Source: an optimization exercise on an open RTL-to-GDS flow (aim: a short achievable clock period and few clock cycles). Production flows keep margins and buffers that such runs may drop.
Only simulation tests tie the RTL to the original design; equivalence was not proved.
No driver is modelled on the clock port, so clocking that relies on it looks cheaper here than on a real chip.
Power figures rest on the tool's default switching activity, not on a simulated workload.

File: flow/flow/margin.tcl
set ::env(SETUP_SLACK_MARGIN) 6.0
File: flow/design.v
package isa_pkg;
	localparam int xlen = 32;
	localparam int reg_count = 32;
	localparam int reg_addr_w = 5;
	typedef logic [xlen-1:0] word_t;
	typedef logic [reg_addr_w-1:0] reg_addr_t;
	typedef logic [31:0] instr_t;
	localparam logic [6:0] op_reg = 7'b0110011;
	localparam logic [6:0] op_imm = 7'b0010011;
	localparam logic [6:0] op_lui = 7'b0110111;
	localparam logic [6:0] op_auipc = 7'b0010111;
	localparam logic [6:0] op_jal = 7'b1101111;
	localparam logic [6:0] op_branch = 7'b1100011;
	localparam logic [2:0] f3_add = 3'b000;
	localparam logic [2:0] f3_sll = 3'b001;
	localparam logic [2:0] f3_slt = 3'b010;
	localparam logic [2:0] f3_sltu = 3'b011;
	localparam logic [2:0] f3_xor = 3'b100;
	localparam logic [2:0] f3_srl = 3'b101;
	localparam logic [2:0] f3_or = 3'b110;
	localparam logic [2:0] f3_and = 3'b111;
	localparam logic [2:0] f3_beq = 3'b000;
	localparam logic [2:0] f3_bne = 3'b001;
	localparam logic [2:0] f3_blt = 3'b100;
	localparam logic [2:0] f3_bge = 3'b101;
	localparam logic [2:0] f3_bltu = 3'b110;
	localparam logic [2:0] f3_bgeu = 3'b111;
	localparam int funct7_alt_pos = 5;
endpackage
package core_pkg;
	typedef enum logic [2:0] {
		cls_reg,
		cls_imm,
		cls_lui,
		cls_auipc,
		cls_jal,
		cls_branch,
		cls_none
	} op_class_t;
	localparam logic [31:0] reset_pc = 32'h0000_0000;
	localparam logic [31:0] pc_step = 32'd4;
endpackage
module riscv_core (
	input logic clk,
	input logic reset,
	output logic [31:0] o_pc_addr,
	output logic o_pc_rd,
	input logic [31:0] i_pc_rddata,
	output logic [1023:0] o_arch_regs
);
	logic run;
	logic [31:0] fpc;
	logic d_req;
	logic d_btb;
	logic d_known;
	logic [31:0] d_pc;
	logic [31:0] d_pc4;
	logic [31:0] d_pc8;
	logic [31:13] d_hb_p;
	logic [31:13] d_hb_m;
	logic [31:21] d_hj_p;
	logic [31:21] d_hj_m;
	logic x_valid;
	logic x_we;
	logic [4:0] x_rd;
	logic x_jal;
	logic x_beq;
	logic x_bne;
	logic x_blt;
	logic x_bge;
	logic x_bltu;
	logic x_bgeu;
	logic x_pred;
	logic x_btb;
	logic x_ins;
	logic x_sub;
	logic x_sra;
	logic [8:0] x_op;
	logic [31:0] x_imm_res;
	logic [31:0] x_a;
	logic [31:0] x_b;
	logic [4:0] x_sh;
	logic [31:0] x_pc;
	logic [31:0] x_target;
	logic [31:0] x_fall;
	logic [31:0] regs [1:31];
	logic [32*32-1:0] regs_flat;
	localparam int btb_n = 8;
	logic btb_v [btb_n];
	logic [31:2] btb_tag [btb_n];
	logic [31:2] btb_tgt [btb_n];
	logic [2:0] btb_ptr;
	logic lt;
	logic ltu;
	logic x_t;
	logic [31:0] x_result;
	br_cmp u_cmp (
		.a (x_a),
		.b (x_b),
		.jal (x_jal),
		.beq (x_beq),
		.bne (x_bne),
		.blt (x_blt),
		.bge (x_bge),
		.bltu (x_bltu),
		.bgeu (x_bgeu),
		.lt (lt),
		.ltu (ltu),
		.t (x_t)
	);
	logic [31:0] x_sum;
	logic [31:0] x_rest;
	add32 u_add (
		.a (x_a),
		.b (x_b ^ {32{x_sub}}),
		.cin (x_sub),
		.s (x_sum)
	);
	alu_rest u_alu (
		.a (x_a),
		.b (x_b),
		.sh (x_sh),
		.sra (x_sra),
		.op (x_op),
		.imm_res (x_imm_res),
		.lt (lt),
		.ltu (ltu),
		.y (x_rest)
	);
	mux2w #(.w(32)) u_rmux (
		.sel (x_op[0]),
		.a (x_sum),
		.b (x_rest),
		.y (x_result)
	);
	logic [31:0] w;
	logic [6:0] opcode;
	logic [4:0] rs1;
	logic [4:0] rs2;
	logic [4:0] rd;
	logic [2:0] f3;
	logic is_reg;
	logic is_imm;
	logic is_lui;
	logic is_auipc;
	logic is_jal;
	logic is_br;
	logic is_alu;
	logic use_rs2;
	logic [31:0] imm_i;
	logic [31:0] imm_u;
	logic [31:0] d_target;
	logic pred_br;
	logic d_pred;
	logic selx1;
	logic selx2;
	logic [31:0] x_a_d;
	logic [31:0] x_b_d;
	assign w = i_pc_rddata;
	assign opcode = w[6:0];
	assign rs1 = w[19:15];
	assign rs2 = w[24:20];
	assign rd = w[11:7];
	assign f3 = w[14:12];
	assign is_reg = (opcode == 7'b0110011);
	assign is_imm = (opcode == 7'b0010011);
	assign is_lui = (opcode == 7'b0110111);
	assign is_auipc = (opcode == 7'b0010111);
	assign is_jal = (opcode == 7'b1101111);
	assign is_br = (opcode == 7'b1100011);
	assign is_alu = is_reg || is_imm;
	assign use_rs2 = is_reg || is_br;
	assign imm_i = {{20{w[31]}}, w[31:20]};
	assign imm_u = {w[31:12], 12'b0};
	tgt_calc u_tgt (
		.pc (d_pc),
		.hb_p (d_hb_p),
		.hb_m (d_hb_m),
		.hj_p (d_hj_p),
		.hj_m (d_hj_m),
		.w (w),
		.target (d_target)
	);
	always_comb begin
		if (rs1 == rs2) begin
			pred_br = (f3 == 3'b000) || (f3 == 3'b101) || (f3 == 3'b111);
		end else if (f3 == 3'b110 && rs2 == 5'd0) begin
			pred_br = 1'b0;
		end else if (f3 == 3'b111 && rs1 == 5'd0) begin
			pred_br = 1'b0;
		end else begin
			pred_br = !((f3 == 3'b000) || (f3 == 3'b010) || (f3 == 3'b011));
		end
	end
	assign d_pred = is_jal || (is_br && pred_br);
	opsel #(.has_imm(1'b0)) u_opa (
		.rs (rs1),
		.regs (regs_flat),
		.use_rf (1'b1),
		.imm (32'd0),
		.sel_r (selx1),
		.r (x_rest),
		.sel_s (selx1 && x_op[0]),
		.s (x_sum),
		.y (x_a_d)
	);
	opsel #(.has_imm(1'b1)) u_opb (
		.rs (rs2),
		.regs (regs_flat),
		.use_rf (use_rs2),
		.imm (imm_i),
		.sel_r (selx2),
		.r (x_rest),
		.sel_s (selx2 && x_op[0]),
		.s (x_sum),
		.y (x_b_d)
	);
	assign selx1 = x_valid && x_we && x_rd == rs1;
	assign selx2 = use_rs2 && x_valid && x_we && x_rd == rs2;
	logic [btb_n-1:0] btb_match;
	logic btb_hit;
	logic [31:2] btb_out;
	logic kill_nr;
	logic live_nr;
	logic d_redir;
	logic [31:0] next_seq;
	logic [31:0] rest_t;
	logic [31:0] rest_n;
	logic [31:0] rest;
	logic use_d_t;
	logic use_d_n;
	logic use_d;
	logic redir_t;
	logic redir_n;
	logic kill_t;
	logic kill_n;
	logic x_redirect;
	logic x_kill;
	logic [31:0] fpc_next;
	always_comb begin
		btb_out = '0;
		for (int i = 0; i < btb_n; i++) begin
			btb_match[i] = btb_v[i] && (btb_tag[i] == fpc[31:2]);
			btb_out = btb_out | ({30{btb_match[i]}} & btb_tgt[i]);
		end
	end
	assign btb_hit = |btb_match;
	assign kill_nr = x_valid && x_pred && !x_btb;
	assign live_nr = d_req && !kill_nr;
	assign d_redir = live_nr && d_pred && !d_btb;
	always_comb begin
		if (!run) begin
			next_seq = 32'd0;
		end else if (btb_hit) begin
			next_seq = {btb_out, 2'b00};
		end else begin
			next_seq = fpc + 32'd4;
		end
	end
	assign redir_t = x_valid && !x_pred;
	assign redir_n = x_valid && x_pred;
	assign rest_t = redir_t ? x_target : next_seq;
	assign rest_n = redir_n ? x_fall : next_seq;
	assign use_d_t = d_redir && !redir_t;
	assign use_d_n = d_redir && !redir_n;
	assign use_d = x_t ? use_d_t : use_d_n;
	assign kill_t = x_valid && !x_btb;
	assign kill_n = x_valid && x_btb;
	assign x_redirect = x_t ? redir_t : redir_n;
	assign x_kill = x_t ? kill_t : kill_n;
	mux2w #(.w(32)) u_rest_mux (
		.sel (x_t),
		.a (rest_t),
		.b (rest_n),
		.y (rest)
	);
	mux2w #(.w(32)) u_fpc_mux (
		.sel (use_d),
		.a (d_target),
		.b (rest),
		.y (fpc_next)
	);
	always_ff @(posedge clk) begin
		if (reset) begin
			run <= 1'b0;
			d_req <= 1'b0;
			d_btb <= 1'b0;
			x_valid <= 1'b0;
		end else begin
			run <= 1'b1;
			d_req <= run && !x_redirect;
			d_btb <= run && btb_hit && !x_redirect && !d_redir;
			x_valid <= d_req && !x_kill;
		end
	end
	always_ff @(posedge clk) begin
		fpc <= fpc_next;
	end
	always_ff @(posedge clk) begin
		d_pc <= fpc;
		d_known <= btb_hit;
		x_pred <= (d_btb || d_pred) && !x_redirect;
		x_btb <= d_btb && !x_redirect;
		x_ins <= d_pred && !d_known;
		x_we <= (is_alu || is_lui || is_auipc || is_jal) && (rd != 5'd0);
		x_rd <= rd;
		x_jal <= is_jal;
		x_beq <= is_br && (f3 == 3'b000);
		x_bne <= is_br && (f3 == 3'b001);
		x_blt <= is_br && (f3 == 3'b100);
		x_bge <= is_br && (f3 == 3'b101);
		x_bltu <= is_br && (f3 == 3'b110);
		x_bgeu <= is_br && (f3 == 3'b111);
		x_sub <= is_reg && w[30];
		x_sra <= w[30];
		for (int i = 0; i < 8; i++) begin
			x_op[i] <= is_alu && (f3 == 3'(i));
		end
		x_op[8] <= is_lui || is_auipc || is_jal;
		x_imm_res <= is_lui ? imm_u : (is_auipc ? (d_pc + imm_u) : d_pc4);
		x_a <= x_a_d;
		x_b <= x_b_d;
		x_sh <= x_b_d[4:0] & {5{is_alu && f3[1:0] == 2'b01}};
		x_pc <= d_pc;
		x_target <= d_target;
		x_fall <= d_btb ? d_pc4 : d_pc8;
	end
	always_ff @(posedge clk) begin
		d_pc4 <= fpc + 32'd4;
		d_pc8 <= fpc + 32'd8;
		d_hb_p <= fpc[31:13] + 19'd1;
		d_hb_m <= fpc[31:13] - 19'd1;
		d_hj_p <= fpc[31:21] + 11'd1;
		d_hj_m <= fpc[31:21] - 11'd1;
	end
	always_ff @(posedge clk) begin
		if (reset) begin
			for (int i = 1; i < 32; i++) begin
				regs[i] <= 32'd0;
			end
		end else if (x_valid && x_we) begin
			regs[x_rd] <= x_result;
		end
	end
	always_ff @(posedge clk) begin
		if (reset) begin
			for (int i = 0; i < btb_n; i++) begin
				btb_v[i] <= 1'b0;
			end
			btb_ptr <= '0;
		end else if (x_valid && x_ins) begin
			btb_v[btb_ptr] <= 1'b1;
			btb_ptr <= btb_ptr + 1'b1;
		end
	end
	always_ff @(posedge clk) begin
		if (x_valid && x_ins) begin
			btb_tag[btb_ptr] <= x_pc[31:2];
			btb_tgt[btb_ptr] <= x_target[31:2];
		end
	end
	assign o_pc_addr = fpc;
	assign o_pc_rd = run;
	always_comb begin
		regs_flat[31:0] = 32'd0;
		for (int i = 1; i < 32; i++) begin
			regs_flat[i*32 +: 32] = regs[i];
		end
	end
	assign o_arch_regs = regs_flat;
endmodule
module alu_rest (
	input logic [31:0] a,
	input logic [31:0] b,
	input logic [4:0] sh,
	input logic sra,
	input logic [8:0] op,
	input logic [31:0] imm_res,
	input logic lt,
	input logic ltu,
	output logic [31:0] y
);
	logic [31:0] sl;
	logic [32:0] sr;
	assign sl = a << sh;
	assign sr = $signed({sra & a[31], a}) >>> sh;
	assign y =
		({32{op[1]}} & sl) |
		{31'b0, (op[2] & lt) | (op[3] & ltu)} |
		({32{op[4]}} & (a ^ b)) |
		({32{op[5]}} & sr[31:0]) |
		({32{op[6]}} & (a | b)) |
		({32{op[7]}} & (a & b)) |
		({32{op[8]}} & imm_res);
endmodule
module add32 (
	input logic [31:0] a,
	input logic [31:0] b,
	input logic cin,
	output logic [31:0] s
);
	logic [7:0] s0 [4];
	logic [7:0] s1 [4];
	logic [3:0] c0;
	logic [3:0] c1;
	logic [4:0] c;
	for (genvar k = 0; k < 4; k++) begin : g_blk
		add8 u_blk (
			.a (a[8*k +: 8]),
			.b (b[8*k +: 8]),
			.s0 (s0[k]),
			.s1 (s1[k]),
			.c0 (c0[k]),
			.c1 (c1[k])
		);
	end
	assign c[0] = cin;
	assign c[1] = c0[0] | (c1[0] & c[0]);
	assign c[2] = c0[1] | (c1[1] & c0[0]) | (c1[1] & c1[0] & c[0]);
	assign c[3] = c0[2] | (c1[2] & c0[1]) | (c1[2] & c1[1] & c0[0]) |
		(c1[2] & c1[1] & c1[0] & c[0]);
	for (genvar k = 0; k < 4; k++) begin : g_sel
		assign s[8*k +: 8] = c[k] ? s1[k] : s0[k];
	end
endmodule
module add8 (
	input logic [7:0] a,
	input logic [7:0] b,
	output logic [7:0] s0,
	output logic [7:0] s1,
	output logic c0,
	output logic c1
);
	logic [7:0] p;
	logic [7:0] gg;
	logic [7:0] pp;
	always_comb begin
		p = a ^ b;
		gg = a & b;
		pp = p;
		for (int d = 1; d < 8; d = d * 2) begin
			for (int i = 7; i >= d; i--) begin
				gg[i] = gg[i] | (pp[i] & gg[i-d]);
				pp[i] = pp[i] & pp[i-d];
			end
		end
	end
	assign s0 = p ^ {gg[6:0], 1'b0};
	assign s1 = p ^ {gg[6:0] | pp[6:0], 1'b1};
	assign c0 = gg[7];
	assign c1 = gg[7] | pp[7];
endmodule
module addcs #(
	parameter int w = 8
) (
	input logic [w-1:0] a,
	input logic [w-1:0] b,
	output logic [w-1:0] s0,
	output logic [w-1:0] s1,
	output logic c0,
	output logic c1
);
	logic [w-1:0] p;
	logic [w-1:0] gg;
	logic [w-1:0] pp;
	always_comb begin
		p = a ^ b;
		gg = a & b;
		pp = p;
		for (int d = 1; d < w; d = d * 2) begin
			for (int i = w - 1; i >= d; i--) begin
				gg[i] = gg[i] | (pp[i] & gg[i-d]);
				pp[i] = pp[i] & pp[i-d];
			end
		end
	end
	assign s0 = p ^ {gg[w-2:0], 1'b0};
	assign s1 = p ^ {gg[w-2:0] | pp[w-2:0], 1'b1};
	assign c0 = gg[w-1];
	assign c1 = gg[w-1] | pp[w-1];
endmodule
module tgt_calc (
	input logic [31:0] pc,
	input logic [31:13] hb_p,
	input logic [31:13] hb_m,
	input logic [31:21] hj_p,
	input logic [31:21] hj_m,
	input logic [31:0] w,
	output logic [31:0] target
);
	logic [6:0] bl_s;
	logic bl_c;
	logic [5:0] bh_s0;
	logic [5:0] bh_s1;
	logic bh_c0;
	logic bh_c1;
	logic [10:0] jl_s;
	logic jl_c;
	logic [9:0] jh_s0;
	logic [9:0] jh_s1;
	logic jh_c0;
	logic jh_c1;
	logic [31:13] bu0;
	logic [31:13] bu1;
	logic [31:21] ju0;
	logic [31:21] ju1;
	logic [31:0] tgt_b;
	logic [31:0] tgt_j;
	logic sgn;
	assign sgn = w[31];
	addcs #(.w(7)) u_bl (
		.a (pc[6:0]),
		.b ({w[26:25], w[11:8], 1'b0}),
		.s0 (bl_s),
		.s1 (),
		.c0 (bl_c),
		.c1 ()
	);
	addcs #(.w(6)) u_bh (
		.a (pc[12:7]),
		.b ({w[31], w[7], w[30:27]}),
		.s0 (bh_s0),
		.s1 (bh_s1),
		.c0 (bh_c0),
		.c1 (bh_c1)
	);
	addcs #(.w(11)) u_jl (
		.a (pc[10:0]),
		.b ({w[30:21], 1'b0}),
		.s0 (jl_s),
		.s1 (),
		.c0 (jl_c),
		.c1 ()
	);
	addcs #(.w(10)) u_jh (
		.a (pc[20:11]),
		.b ({w[31], w[19:12], w[20]}),
		.s0 (jh_s0),
		.s1 (jh_s1),
		.c0 (jh_c0),
		.c1 (jh_c1)
	);
	always_comb begin
		bu0 = sgn ? (bh_c0 ? pc[31:13] : hb_m) : (bh_c0 ? hb_p : pc[31:13]);
		bu1 = sgn ? (bh_c1 ? pc[31:13] : hb_m) : (bh_c1 ? hb_p : pc[31:13]);
		ju0 = sgn ? (jh_c0 ? pc[31:21] : hj_m) : (jh_c0 ? hj_p : pc[31:21]);
		ju1 = sgn ? (jh_c1 ? pc[31:21] : hj_m) : (jh_c1 ? hj_p : pc[31:21]);
	end
	assign tgt_b = bl_c ? {bu1, bh_s1, bl_s} : {bu0, bh_s0, bl_s};
	assign tgt_j = jl_c ? {ju1, jh_s1, jl_s} : {ju0, jh_s0, jl_s};
	assign target = (w[6:0] == 7'b1101111) ? tgt_j : tgt_b;
endmodule
module opsel #(
	parameter bit has_imm = 1'b1
) (
	input logic [4:0] rs,
	input logic [32*32-1:0] regs,
	input logic use_rf,
	input logic [31:0] imm,
	input logic sel_r,
	input logic [31:0] r,
	input logic sel_s,
	input logic [31:0] s,
	output logic [31:0] y
);
	logic [31:0] rf;
	always_comb begin
		rf = 32'd0;
		for (int i = 1; i < 32; i++) begin
			rf = rf | ({32{rs == 5'(i)}} & regs[i*32 +: 32]);
		end
	end
	always_comb begin
		if (sel_s) begin
			y = s;
		end else if (sel_r) begin
			y = r;
		end else if (use_rf || !has_imm) begin
			y = rf;
		end else begin
			y = imm;
		end
	end
endmodule
module br_cmp (
	input logic [31:0] a,
	input logic [31:0] b,
	input logic jal,
	input logic beq,
	input logic bne,
	input logic blt,
	input logic bge,
	input logic bltu,
	input logic bgeu,
	output logic lt,
	output logic ltu,
	output logic t
);
	logic [3:0] lt8;
	logic [3:0] eq8;
	logic eq;
	for (genvar k = 0; k < 4; k++) begin : g_blk
		cmp8 u_blk (
			.a (a[8*k +: 8]),
			.b (b[8*k +: 8]),
			.lt (lt8[k]),
			.eq (eq8[k])
		);
	end
	assign eq = &eq8;
	assign ltu = lt8[3] | (eq8[3] & lt8[2]) | (eq8[3] & eq8[2] & lt8[1]) |
		(eq8[3] & eq8[2] & eq8[1] & lt8[0]);
	assign lt = (a[31] != b[31]) ? a[31] : ltu;
	assign t = jal | (beq & eq) | (bne & !eq) | (blt & lt) | (bge & !lt) |
		(bltu & ltu) | (bgeu & !ltu);
endmodule
module cmp8 (
	input logic [7:0] a,
	input logic [7:0] b,
	output logic lt,
	output logic eq
);
	assign lt = (a < b);
	assign eq = (a == b);
endmodule
module mux2w #(
	parameter int w = 32
) (
	input logic sel,
	input logic [w-1:0] a,
	input logic [w-1:0] b,
	output logic [w-1:0] y
);
	assign y = sel ? a : b;
endmodule
module ks_add #(
	parameter int w = 32,
	parameter bit cin = 1'b0
) (
	input logic [w-1:0] a,
	input logic [w-1:0] b,
	output logic [w-1:0] s,
	output logic cout
);
	logic [w-1:0] g;
	logic [w-1:0] p;
	logic [w-1:0] gg;
	logic [w-1:0] pp;
	always_comb begin
		g = a & b;
		p = a ^ b;
		gg = g;
		pp = p;
		gg[0] = g[0] | (p[0] & cin);
		for (int d = 1; d < w; d = d * 2) begin
			for (int i = w - 1; i >= d; i--) begin
				gg[i] = gg[i] | (pp[i] & gg[i-d]);
				pp[i] = pp[i] & pp[i-d];
			end
		end
	end
	assign s = p ^ {gg[w-2:0], cin};
	assign cout = gg[w-1];
endmodule
File: flow/standard.sh
#!/bin/bash
# synth_recipe.tcl (not shown) runs the flow's synth.tcl, then flattens the netlist and writes it again
# the make line also repeats each setting of config.mk as NAME=value (left out here)
make -C /OpenROAD-flow-scripts/flow DESIGN_CONFIG=/design/flow/config.mk WORK_HOME=/design/flow/orfs CLKGATE_MAP_FILE= SYNTH_SCRIPT=/design/flow/synth_recipe.tcl "${@:-finish}"
File: flow/constraint.sdc
create_clock -name core_clock -period 9.0 [get_ports {clk}]
set_input_delay 1.8000 -clock core_clock [delete_from_list [all_inputs] [get_ports {clk}]]
set_output_delay 1.8000 -clock core_clock [all_outputs]
set_load 0.01 [all_outputs]
File: flow/config.mk
export PLATFORM = sky130hd
export DESIGN_NAME = riscv_core
export DESIGN_NICKNAME = riscv_core
export VERILOG_FILES = /design/flow/design.v
export SDC_FILE = /design/flow/constraint.sdc
export NUM_CORES = 4
export LEC_CHECK = 0
export CAP_MARGIN = 20
export CORE_MARGIN = 2
export CORE_UTILIZATION = 40
export SETUP_SLACK_MARGIN = 5
export SLEW_MARGIN = 20
export SYNTH_HIERARCHICAL = 1
File: flow/flow/run.sh
#!/bin/bash
# The standard layout (standard.sh, unchanged synthesis and steps), with a
# hook that sets the setup margin the repair steps aim for.
set -euo pipefail
here=$(pwd)
export PRE_FLOORPLAN_TCL=$here/flow/margin.tcl
export PRE_CTS_TCL=$here/flow/margin.tcl
export PRE_GLOBAL_ROUTE_TCL=$here/flow/margin.tcl
bash standard.sh > standard.log 2>&1
==> impl_metrics.toml, run 1 <==
[clock_network]
cts_inserted_buffers = 207
numClockSinks = 1891

[run_status]
run_status = "aborted with a tool error"
stop_stage = "5_1_grt"
run.stop_error = "[ERROR GRT-0232] Routing congestion too high. Check the congestion heatmap in the GUI."

[logic_synthesis]
synthesis.area_per_instance_sq_um = 11.3
synth_warnings = 18
syn_area_sq_mm = 0.100
postSynthCellCount = 8823

[die]
dieWidth_um = 504
rows = 183
io_pins = 1091
die_y_um = 504
start_util_pct = 40.2

[placement]
hpwl_um = 469000
replace_congestion = 1.13
port_buffers = 1058

[global_route]
grt_util_all_layers_pct = 58.6
global_route.overflow_total = 2
grt_start_max_net_pins = 95
-- worst max-delay path by stage --
stage,slack [ps],end
floorplan,4750,fpc[23]
global placement,2710,x_b[27]
detailed placement,2710,x_b[7]
CTS,5080,regs[1][27]
-- per-stage QoR --
stage          hold slack, ps  power (mW)  cells  cell area [sq um]  setup slack [ps]
2_1_floorplan             367        12.5   8857             103000              4750
3_3_place_gp              390        14.5  12747             115000              2710
3_5_place_dp              390        14.5  12749             115000              2710
4_1_cts                   429        24.8  14847             142000              5080
-- layer usage --
layer	GRT overflow	GRT usage, %
met5	0	21.2
met2	1	70.3
met1	0	65.6
met3	1	42.9
met4	0	49.8
-- power by group through the flow --
stage | clock [mW] | combinational [mW] | sequential (mW)
2_1_floorplan | 0 | 2.02 | 10.4
3_3_place_gp | 0 | 3.62 | 10.9
3_5_place_dp | 0 | 3.66 | 10.9
4_1_cts | 9.13 | 5.16 | 10.5
-- repair_timing --
| item | in CTS |
|---|---|
| setup endpoints to repair | 3227 |
| cloned | 147 |
| gates resized for setup | 6482 |
| pin swaps | 247 |
| hold buffers | 0 |
| buffers inserted | 1561 |
Testbench counts, summed over its fixed seeds: cycles 66,104.
==> run 2, diff against run 1 <==
--- a/flow/design.v
+++ b/flow/design.v
@@ -81,2 +81,3 @@
 	logic [31:0] x_b;
+	logic [31:0] x_bn;
 	logic [4:0] x_sh;
@@ -89,5 +90,21 @@
 	logic btb_v [btb_n];
-	logic [31:2] btb_tag [btb_n];
-	logic [31:2] btb_tgt [btb_n];
+	logic [11:2] btb_tag [btb_n];
+	logic [11:2] btb_lo [btb_n];
 	logic [2:0] btb_ptr;
+	logic [3:0] lp_cnt [btb_n];
+	logic [3:0] lp_last [btb_n];
+	logic lp_lv [btb_n];
+	logic lp_br [btb_n];
+	logic [btb_n-1:0] lp_exit;
+	logic btb_exit;
+	logic d_noredir;
+	logic x_isbr;
+	logic u_valid;
+	logic u_t;
+	logic [2:0] u_idx;
+	logic [2:0] d_hidx;
+	logic [2:0] x_hidx;
+	logic x_known;
+	logic [31:0] x_ftgt;
+	logic x_mism;
 	logic lt;
@@ -110,3 +127,5 @@
 	);
-	logic [31:0] x_sum;
+	logic [31:0] x_s0;
+	logic [31:0] x_s1;
+	logic [31:0] x_cw;
 	logic [31:0] x_rest;
@@ -114,5 +133,7 @@
 		.a (x_a),
-		.b (x_b ^ {32{x_sub}}),
+		.b (x_bn),
 		.cin (x_sub),
-		.s (x_sum)
+		.s0 (x_s0),
+		.s1 (x_s1),
+		.cw (x_cw)
 	);
@@ -129,6 +150,8 @@
 	);
-	mux2w #(.w(32)) u_rmux (
+	csel u_rsel (
+		.cw (x_cw),
 		.sel (x_op[0]),
-		.a (x_sum),
-		.b (x_rest),
+		.s0 (x_s0),
+		.s1 (x_s1),
+		.other (x_rest),
 		.y (x_result)
@@ -195,7 +218,19 @@
 	assign d_pred = is_jal || (is_br && pred_br);
-	opsel #(.has_imm(1'b0)) u_opa (
-		.rs (rs1),
+	logic [31:0] rf1;
+	logic [31:0] rf2;
+	logic [31:0] x_bn_d;
+	rf_read u_rd1 (
+		.sel (rs1),
 		.regs (regs_flat),
-		.use_rf (1'b1),
+		.y (rf1)
+	);
+	rf_read u_rd2 (
+		.sel (rs2),
+		.regs (regs_flat),
+		.y (rf2)
+	);
+	opmux u_opa (
+		.rf (rf1),
 		.imm (32'd0),
+		.use_rf (1'b1),
 		.sel_r (selx1),
@@ -203,10 +238,13 @@
 		.sel_s (selx1 && x_op[0]),
-		.s (x_sum),
-		.y (x_a_d)
+		.cw (x_cw),
+		.s0 (x_s0),
+		.s1 (x_s1),
+		.inv (1'b0),
+		.y (x_a_d),
+		.yn ()
 	);
-	opsel #(.has_imm(1'b1)) u_opb (
-		.rs (rs2),
-		.regs (regs_flat),
-		.use_rf (use_rs2),
+	opmux u_opb (
+		.rf (rf2),
 		.imm (imm_i),
+		.use_rf (use_rs2),
 		.sel_r (selx2),
@@ -214,4 +252,8 @@
 		.sel_s (selx2 && x_op[0]),
-		.s (x_sum),
-		.y (x_b_d)
+		.cw (x_cw),
+		.s0 (x_s0),
+		.s1 (x_s1),
+		.inv (is_reg && w[30]),
+		.y (x_b_d),
+		.yn (x_bn_d)
 	);
@@ -239,13 +281,18 @@
 	logic [31:0] fpc_next;
+	logic [2:0] btb_idx;
 	always_comb begin
 		btb_out = '0;
+		btb_idx = '0;
 		for (int i = 0; i < btb_n; i++) begin
-			btb_match[i] = btb_v[i] && (btb_tag[i] == fpc[31:2]);
-			btb_out = btb_out | ({30{btb_match[i]}} & btb_tgt[i]);
+			btb_match[i] = btb_v[i] && (btb_tag[i] == fpc[11:2]);
+			lp_exit[i] = lp_br[i] && lp_lv[i] && (lp_cnt[i] == lp_last[i]);
+			btb_out = btb_out | ({30{btb_match[i]}} & {fpc[31:12], btb_lo[i]});
+			btb_idx = btb_idx | ({3{btb_match[i]}} & 3'(i));
 		end
 	end
-	assign btb_hit = |btb_match;
+	assign btb_exit = |(btb_match & lp_exit);
+	assign btb_hit = |(btb_match & ~lp_exit);
 	assign kill_nr = x_valid && x_pred && !x_btb;
 	assign live_nr = d_req && !kill_nr;
-	assign d_redir = live_nr && d_pred && !d_btb;
+	assign d_redir = live_nr && d_pred && !d_btb && !d_noredir;
 	always_comb begin
@@ -259,3 +306,3 @@
 	end
-	assign redir_t = x_valid && !x_pred;
+	assign redir_t = x_valid && (!x_pred || x_mism);
 	assign redir_n = x_valid && x_pred;
@@ -266,4 +313,5 @@
 	assign use_d = x_t ? use_d_t : use_d_n;
-	assign kill_t = x_valid && !x_btb;
+	assign kill_t = x_valid && (!x_btb || x_mism);
 	assign kill_n = x_valid && x_btb;
+	assign x_mism = x_btb && (x_ftgt != x_target);
 	assign x_redirect = x_t ? redir_t : redir_n;
@@ -287,2 +335,4 @@
 			d_btb <= 1'b0;
+			d_noredir <= 1'b0;
+			u_valid <= 1'b0;
 			x_valid <= 1'b0;
@@ -292,2 +342,4 @@
 			d_btb <= run && btb_hit && !x_redirect && !d_redir;
+			d_noredir <= run && btb_exit && !x_redirect && !d_redir;
+			u_valid <= x_valid && x_known && x_isbr;
 			x_valid <= d_req && !x_kill;
@@ -300,6 +352,13 @@
 		d_pc <= fpc;
-		d_known <= btb_hit;
-		x_pred <= (d_btb || d_pred) && !x_redirect;
+		d_known <= |btb_match;
+		u_t <= x_t;
+		u_idx <= x_hidx;
+		x_isbr <= is_br;
+		d_hidx <= btb_idx;
+		x_known <= d_known;
+		x_hidx <= d_hidx;
+		x_ftgt <= fpc;
+		x_pred <= (d_btb || (d_pred && !d_noredir)) && !x_redirect;
 		x_btb <= d_btb && !x_redirect;
-		x_ins <= d_pred && !d_known;
+		x_ins <= d_pred;
 		x_we <= (is_alu || is_lui || is_auipc || is_jal) && (rd != 5'd0);
@@ -322,2 +381,3 @@
 		x_b <= x_b_d;
+		x_bn <= x_bn_d;
 		x_sh <= x_b_d[4:0] & {5{is_alu && f3[1:0] == 2'b01}};
@@ -344,2 +404,7 @@
 	end
+	logic btb_wr;
+	logic [2:0] btb_wi;
+	assign btb_wr = x_valid && x_ins && (!x_known || x_mism) &&
+		(x_target[31:12] == x_pc[31:12]);
+	assign btb_wi = x_known ? x_hidx : btb_ptr;
 	always_ff @(posedge clk) begin
@@ -350,5 +415,13 @@
 			btb_ptr <= '0;
-		end else if (x_valid && x_ins) begin
-			btb_v[btb_ptr] <= 1'b1;
-			btb_ptr <= btb_ptr + 1'b1;
+		end else if (btb_wr) begin
+			btb_v[btb_wi] <= 1'b1;
+			if (!x_known) begin
+				btb_ptr <= btb_ptr + 1'b1;
+			end
+		end
+	end
+	always_ff @(posedge clk) begin
+		if (btb_wr) begin
+			btb_tag[btb_wi] <= x_pc[11:2];
+			btb_lo[btb_wi] <= x_target[11:2];
 		end
@@ -356,5 +429,19 @@
 	always_ff @(posedge clk) begin
-		if (x_valid && x_ins) begin
-			btb_tag[btb_ptr] <= x_pc[31:2];
-			btb_tgt[btb_ptr] <= x_target[31:2];
+		for (int i = 0; i < btb_n; i++) begin
+			if (btb_wr && !x_known && btb_wi == 3'(i)) begin
+				lp_br[i] <= x_isbr;
+				lp_cnt[i] <= {3'b0, x_t};
+				lp_last[i] <= 4'd0;
+				lp_lv[i] <= !x_t;
+			end else if (u_valid && u_idx == 3'(i)) begin
+				if (u_t) begin
+					if (lp_cnt[i] != 4'd15) begin
+						lp_cnt[i] <= lp_cnt[i] + 4'd1;
+					end
+				end else begin
+					lp_last[i] <= lp_cnt[i];
+					lp_lv[i] <= 1'b1;
+					lp_cnt[i] <= 4'd0;
+				end
+			end
 		end
@@ -399,15 +486,15 @@
 	input logic cin,
-	output logic [31:0] s
+	output logic [31:0] s0,
+	output logic [31:0] s1,
+	output logic [31:0] cw
 );
-	logic [7:0] s0 [4];
-	logic [7:0] s1 [4];
 	logic [3:0] c0;
 	logic [3:0] c1;
-	logic [4:0] c;
+	logic [3:0] c;
 	for (genvar k = 0; k < 4; k++) begin : g_blk
-		add8 u_blk (
+		addcs #(.w(8)) u_blk (
 			.a (a[8*k +: 8]),
 			.b (b[8*k +: 8]),
-			.s0 (s0[k]),
-			.s1 (s1[k]),
+			.s0 (s0[8*k +: 8]),
+			.s1 (s1[8*k +: 8]),
 			.c0 (c0[k]),
@@ -421,32 +508,21 @@
 		(c1[2] & c1[1] & c1[0] & c[0]);
-	for (genvar k = 0; k < 4; k++) begin : g_sel
-		assign s[8*k +: 8] = c[k] ? s1[k] : s0[k];
+	for (genvar k = 0; k < 4; k++) begin : g_cw
+		assign cw[8*k +: 8] = {8{c[k]}};
 	end
 endmodule
-module add8 (
-	input logic [7:0] a,
-	input logic [7:0] b,
-	output logic [7:0] s0,
-	output logic [7:0] s1,
-	output logic c0,
-	output logic c1
+module csel (
+	input logic [31:0] cw,
+	input logic sel,
+	input logic [31:0] s0,
+	input logic [31:0] s1,
+	input logic [31:0] other,
+	output logic [31:0] y
 );
-	logic [7:0] p;
-	logic [7:0] gg;
-	logic [7:0] pp;
-	always_comb begin
-		p = a ^ b;
-		gg = a & b;
-		pp = p;
-		for (int d = 1; d < 8; d = d * 2) begin
-			for (int i = 7; i >= d; i--) begin
-				gg[i] = gg[i] | (pp[i] & gg[i-d]);
-				pp[i] = pp[i] & pp[i-d];
-			end
-		end
+	logic [31:0] y0;
+	logic [31:0] y1;
+	assign y0 = sel ? s0 : other;
+	assign y1 = sel ? s1 : other;
+	for (genvar i = 0; i < 32; i++) begin : g_bit
+		assign y[i] = cw[i] ? y1[i] : y0[i];
 	end
-	assign s0 = p ^ {gg[6:0], 1'b0};
-	assign s1 = p ^ {gg[6:0] | pp[6:0], 1'b1};
-	assign c0 = gg[7];
-	assign c1 = gg[7] | pp[7];
 endmodule
@@ -552,33 +628,46 @@
 endmodule
-module opsel #(
-	parameter bit has_imm = 1'b1
-) (
-	input logic [4:0] rs,
+module rf_read (
+	input logic [4:0] sel,
 	input logic [32*32-1:0] regs,
-	input logic use_rf,
-	input logic [31:0] imm,
-	input logic sel_r,
-	input logic [31:0] r,
-	input logic sel_s,
-	input logic [31:0] s,
 	output logic [31:0] y
 );
-	logic [31:0] rf;
 	always_comb begin
-		rf = 32'd0;
+		y = 32'd0;
 		for (int i = 1; i < 32; i++) begin
-			rf = rf | ({32{rs == 5'(i)}} & regs[i*32 +: 32]);
+			y = y | ({32{sel == 5'(i)}} & regs[i*32 +: 32]);
 		end
 	end
+endmodule
+module opmux (
+	input logic [31:0] rf,
+	input logic [31:0] imm,
+	input logic use_rf,
+	input logic sel_r,
+	input logic [31:0] r,
+	input logic sel_s,
+	input logic [31:0] cw,
+	input logic [31:0] s0,
+	input logic [31:0] s1,
+	input logic inv,
+	output logic [31:0] y,
+	output logic [31:0] yn
+);
+	logic [31:0] other;
 	always_comb begin
-		if (sel_s) begin
-			y = s;
-		end else if (sel_r) begin
-			y = r;
-		end else if (use_rf || !has_imm) begin
-			y = rf;
+		if (sel_r) begin
+			other = r;
+		end else if (use_rf) begin
+			other = rf;
 		end else begin
-			y = imm;
+			other = imm;
+		end
+		for (int i = 0; i < 32; i++) begin
+			if (sel_s) begin
+				y[i] = cw[i] ? s1[i] : s0[i];
+			end else begin
+				y[i] = other[i];
+			end
 		end
 	end
+	assign yn = y ^ {32{inv}};
 endmodule
@@ -635,30 +724 @@
 endmodule
-module ks_add #(
-	parameter int w = 32,
-	parameter bit cin = 1'b0
-) (
-	input logic [w-1:0] a,
-	input logic [w-1:0] b,
-	output logic [w-1:0] s,
-	output logic cout
-);
-	logic [w-1:0] g;
-	logic [w-1:0] p;
-	logic [w-1:0] gg;
-	logic [w-1:0] pp;
-	always_comb begin
-		g = a & b;
-		p = a ^ b;
-		gg = g;
-		pp = p;
-		gg[0] = g[0] | (p[0] & cin);
-		for (int d = 1; d < w; d = d * 2) begin
-			for (int i = w - 1; i >= d; i--) begin
-				gg[i] = gg[i] | (pp[i] & gg[i-d]);
-				pp[i] = pp[i] & pp[i-d];
-			end
-		end
-	end
-	assign s = p ^ {gg[w-2:0], cin};
-	assign cout = gg[w-1];
-endmodule
==> flow/run.sh (new file) <==
#!/bin/bash
# synth_recipe.tcl (not shown) runs the flow's synth.tcl, then flattens the netlist and writes it again
# the make line also repeats each setting of config.mk as NAME=value (left out here)
make -C /OpenROAD-flow-scripts/flow DESIGN_CONFIG=/design/flow/config.mk WORK_HOME=/design/flow/orfs CLKGATE_MAP_FILE= SYNTH_SCRIPT=/design/flow/synth_recipe.tcl finish
--- a/flow/config.mk
+++ b/flow/config.mk
@@ -9,3 +9,3 @@
 export CORE_MARGIN = 2
-export CORE_UTILIZATION = 40
+export CORE_UTILIZATION = 35
 export SETUP_SLACK_MARGIN = 5
removed: flow/flow/run.sh
removed: flow/flow/margin.tcl
removed: flow/standard.sh
==> run 2 against run 1 <==
Now clean on timing, DRC and antenna. Synthesized cell count increased by 1.5%. Area after synthesis decreased by 3.3%.
==> impl_metrics.toml, run 2 <==
[sta]
max_clock_freq_ghz = 0.235
max_slew.worst_pin.slew_ps = 1330
worst_clock_skew_ps = 119
timing_max_transition_violations_final = 0
timing_hold_violations_final = 0
rsz0062_at_grt = "true"
timing.slew.headroom_pct = 10.2
setup-violations-final = 0
final_period_utilization_pct = 47.4
final.setup.tns_ps = 0
post_layout_min_period_ps = 4260

[clock_network]
cts_max_level = 4
clock_insertion_delay_at_the_later_pin_of_the_skew_report_ps = 940
clk_transition_reported_paths_ps = 60
numClockSinks = 1697
cts_inserted_buffers = 201
cts-root-to-sink-buffers = 4
cts.root.buffer_cell = "sky130_fd_sc_hd__clkbuf_16"
cts_tree = "built"

[finish]
multi_input_comb_area_sq_mm = 0.0490
largest_registers = "regs x992, btb_lo x80, btb_tag x80"
postLayoutCoreUtil_pct = 45.6
instances_no_fill = 14053
area_delta_synth_final_pct = 29.4
largest_register = "regs"
final-seq-area_sq_mm = 0.0458
largest_register_ff_count = 992
nFillCells = 25201
most-common-layout-cells = "sky130_fd_sc_hd__edfxtp_1 (1176), sky130_fd_sc_hd__and2_1 (1011), sky130_fd_sc_hd__clkdlybuf4s50_1 (982)"
drive_above_1_share_pct = 18.1
num-nets-final = 10397
mostFrequentLayoutCell = "sky130_fd_sc_hd__edfxtp_1"

[drt]
postRouteWirelength_um = 629000
vias = 92872
drc_errors = 0
antenna_violating_nets_post_route = 0
drt_first_iter_violations = 16501
drt_first_pass_iters = 10
viasPerCell = 6.61
routedWlPerCell_um = 44.7

[logic_synthesis]
syn_area_sq_mm = 0.0967
postSynthCellCount = 8952
synth_warnings = 19
synthesis.area_per_instance_sq_um = 10.8

[hold_path]
min-delay-path-class = "flip-flop to flip-flop"
whs_path_depth = 0
hold_end = "x_known"
hold_start = "d_known"

[worst_setup_path]
reg2reg_end = "regs[20][0]"
regToRegStartpoint = "x_a[25]"
critical_path.max_fanout = 17
setup.worst_path.class = "input port to flip-flop"
timing.reg2reg.worst_path_depth = 18
cp-end-kind = "flip-flop"
worst-endpoint-arrival_ps = 4970
timing.critical_path.required_ps = 9710
reg_to_reg_setup_timing_slack_ps = 5010
timing.critical_path.from_type = "input port"

[placement]
place_inst = 13274
port_buffers = 1058
hpwl_um = 450000
replace_congestion = 1.04

[pwr]
ir_drop_mv = 0.167
total_leakage_power_nw = 48.4
power.density_cell_area_mw_per_mm2 = 177

[global_route]
grt_start_max_net_pins = 73
grt_first_pass_wirelength_um = 798000
grt_util_all_layers_pct = 42.3
global_route.overflow_total = 0
vias_in_the_first_global_route = 82737
number_of_antenna_violations_at_the_first_check_in_global_routing = 116

[die]
start_util_pct = 35.3
core_region_area_sq_mm = 0.274
die_y_um = 530
dieWidth_um = 530
die_area_sq_mm = 0.280
rows = 192
io_pins = 1091

[run_status]
run_status = "complete, no violations"

[run]
drv.max_cap_violation_count = 0
-- run 2: worst max-delay path by stage --
stage                   to  depth (start not counted)             from  slack [ps]
4_1_cts            fpc[29]                         13  i_pc_rddata[30]        4910
3_5_place_dp       fpc[30]                         11  i_pc_rddata[25]        2360
5_1_grt            fpc[28]                         16  i_pc_rddata[28]        4860
2_1_floorplan  regs[13][0]                          4            reset        4690
6_report          x_bn[11]                          9  i_pc_rddata[23]        4740
3_3_place_gp       fpc[30]                         11  i_pc_rddata[25]        2370
-- run 2: metal layers --
layer / GRT usage, % / vias to the layer above / wire length (um)
li1: - / 35659 / -
met1: 52.9 / 46512 / 230000
met2: 58.3 / 8540 / 245000
met3: 16.9 / 2101 / 90200
met4: 30.9 / 60 / 62500
met5: 0.650 / - / 721
-- run 2: through the flow --
stage                     instance area [sq um]  hold WS, ps  power (mW)  setup slack (ps)
final                                    125000          327        22.2              4740
after global routing                     125000          338        22.6              4860
after CTS                                122000          329        21.8              4910
after detailed placement                 111000          314        13.3              2360
after global placement                   111000          311        13.3              2370
after floorplan                           97200          310        11.5              4690
-- run 2: critical path, cell delays in order --
cell                        delay, ps
sky130_fd_sc_hd__buf_6            160
sky130_fd_sc_hd__nand4bb_2        610
sky130_fd_sc_hd__o22ai_1         1050
sky130_fd_sc_hd__a21oi_1           90
sky130_fd_sc_hd__nand4b_1         340
sky130_fd_sc_hd__or3_1            300
sky130_fd_sc_hd__mux2i_1          180
sky130_fd_sc_hd__a211oi_1         330
sky130_fd_sc_hd__nor3b_2           80
-- run 2: timing repair --
action	4_1_cts	5_1_grt
gates resized for setup	474	230
setup buffers	185	122
pin swaps	53	49
setup endpoints to repair	2180	881
hold buffers	0	0
cloned	21	29
-- run 2: report_power, final --
group          total [mW]  switching, mW  internal [mW]
logic                4.36           2.63           1.73
clock network        8.37           3.57           4.81
registers            9.47          0.678           8.79
total                22.2           6.88           15.3
-- run 2: final cells by class --
cell class | count | area share, %
clock inverter | 88 | 0.726
tap | 3686 | 3.69
multi-input combinational | 6314 | 39.2
clock buffer | 267 | 4.49
antenna | 65 | 0.130
inverter | 215 | 0.665
sequential | 1697 | 36.6
timing repair buffer | 1721 | 14.5
Testbench counts of run 2, summed over its fixed seeds: cycles 62,473.

-- port drivers added, routing unchanged --
The flow's constraints put no driver on any port. The routed layout listed below was extracted and timed again, unchanged, in two steps.
Step 1 assumes that a clkbuf_16 drives the clock port and a buf_2 every other input.
Step 2 adds t to the input delays and takes it off the output delays; t is the mean of the earliest and latest rising clock arrival at the registers after step 1. Input paths then give back, and output paths get back, about the clock's delay inside the block.
a / b / c = ideal ports / drivers / drivers and shift; a / b = the first two.
run: run 2
t, ns: 0.989
setup slack, ns: 4.737 / 4.459 / 3.470
latest minus earliest clock arrival (ns): 0.119 / 0.120
After both steps run 2 still meets setup and hold. The setup slack of run 2 moves by -0.278 ns with the drivers and by -1.267 ns with both steps.
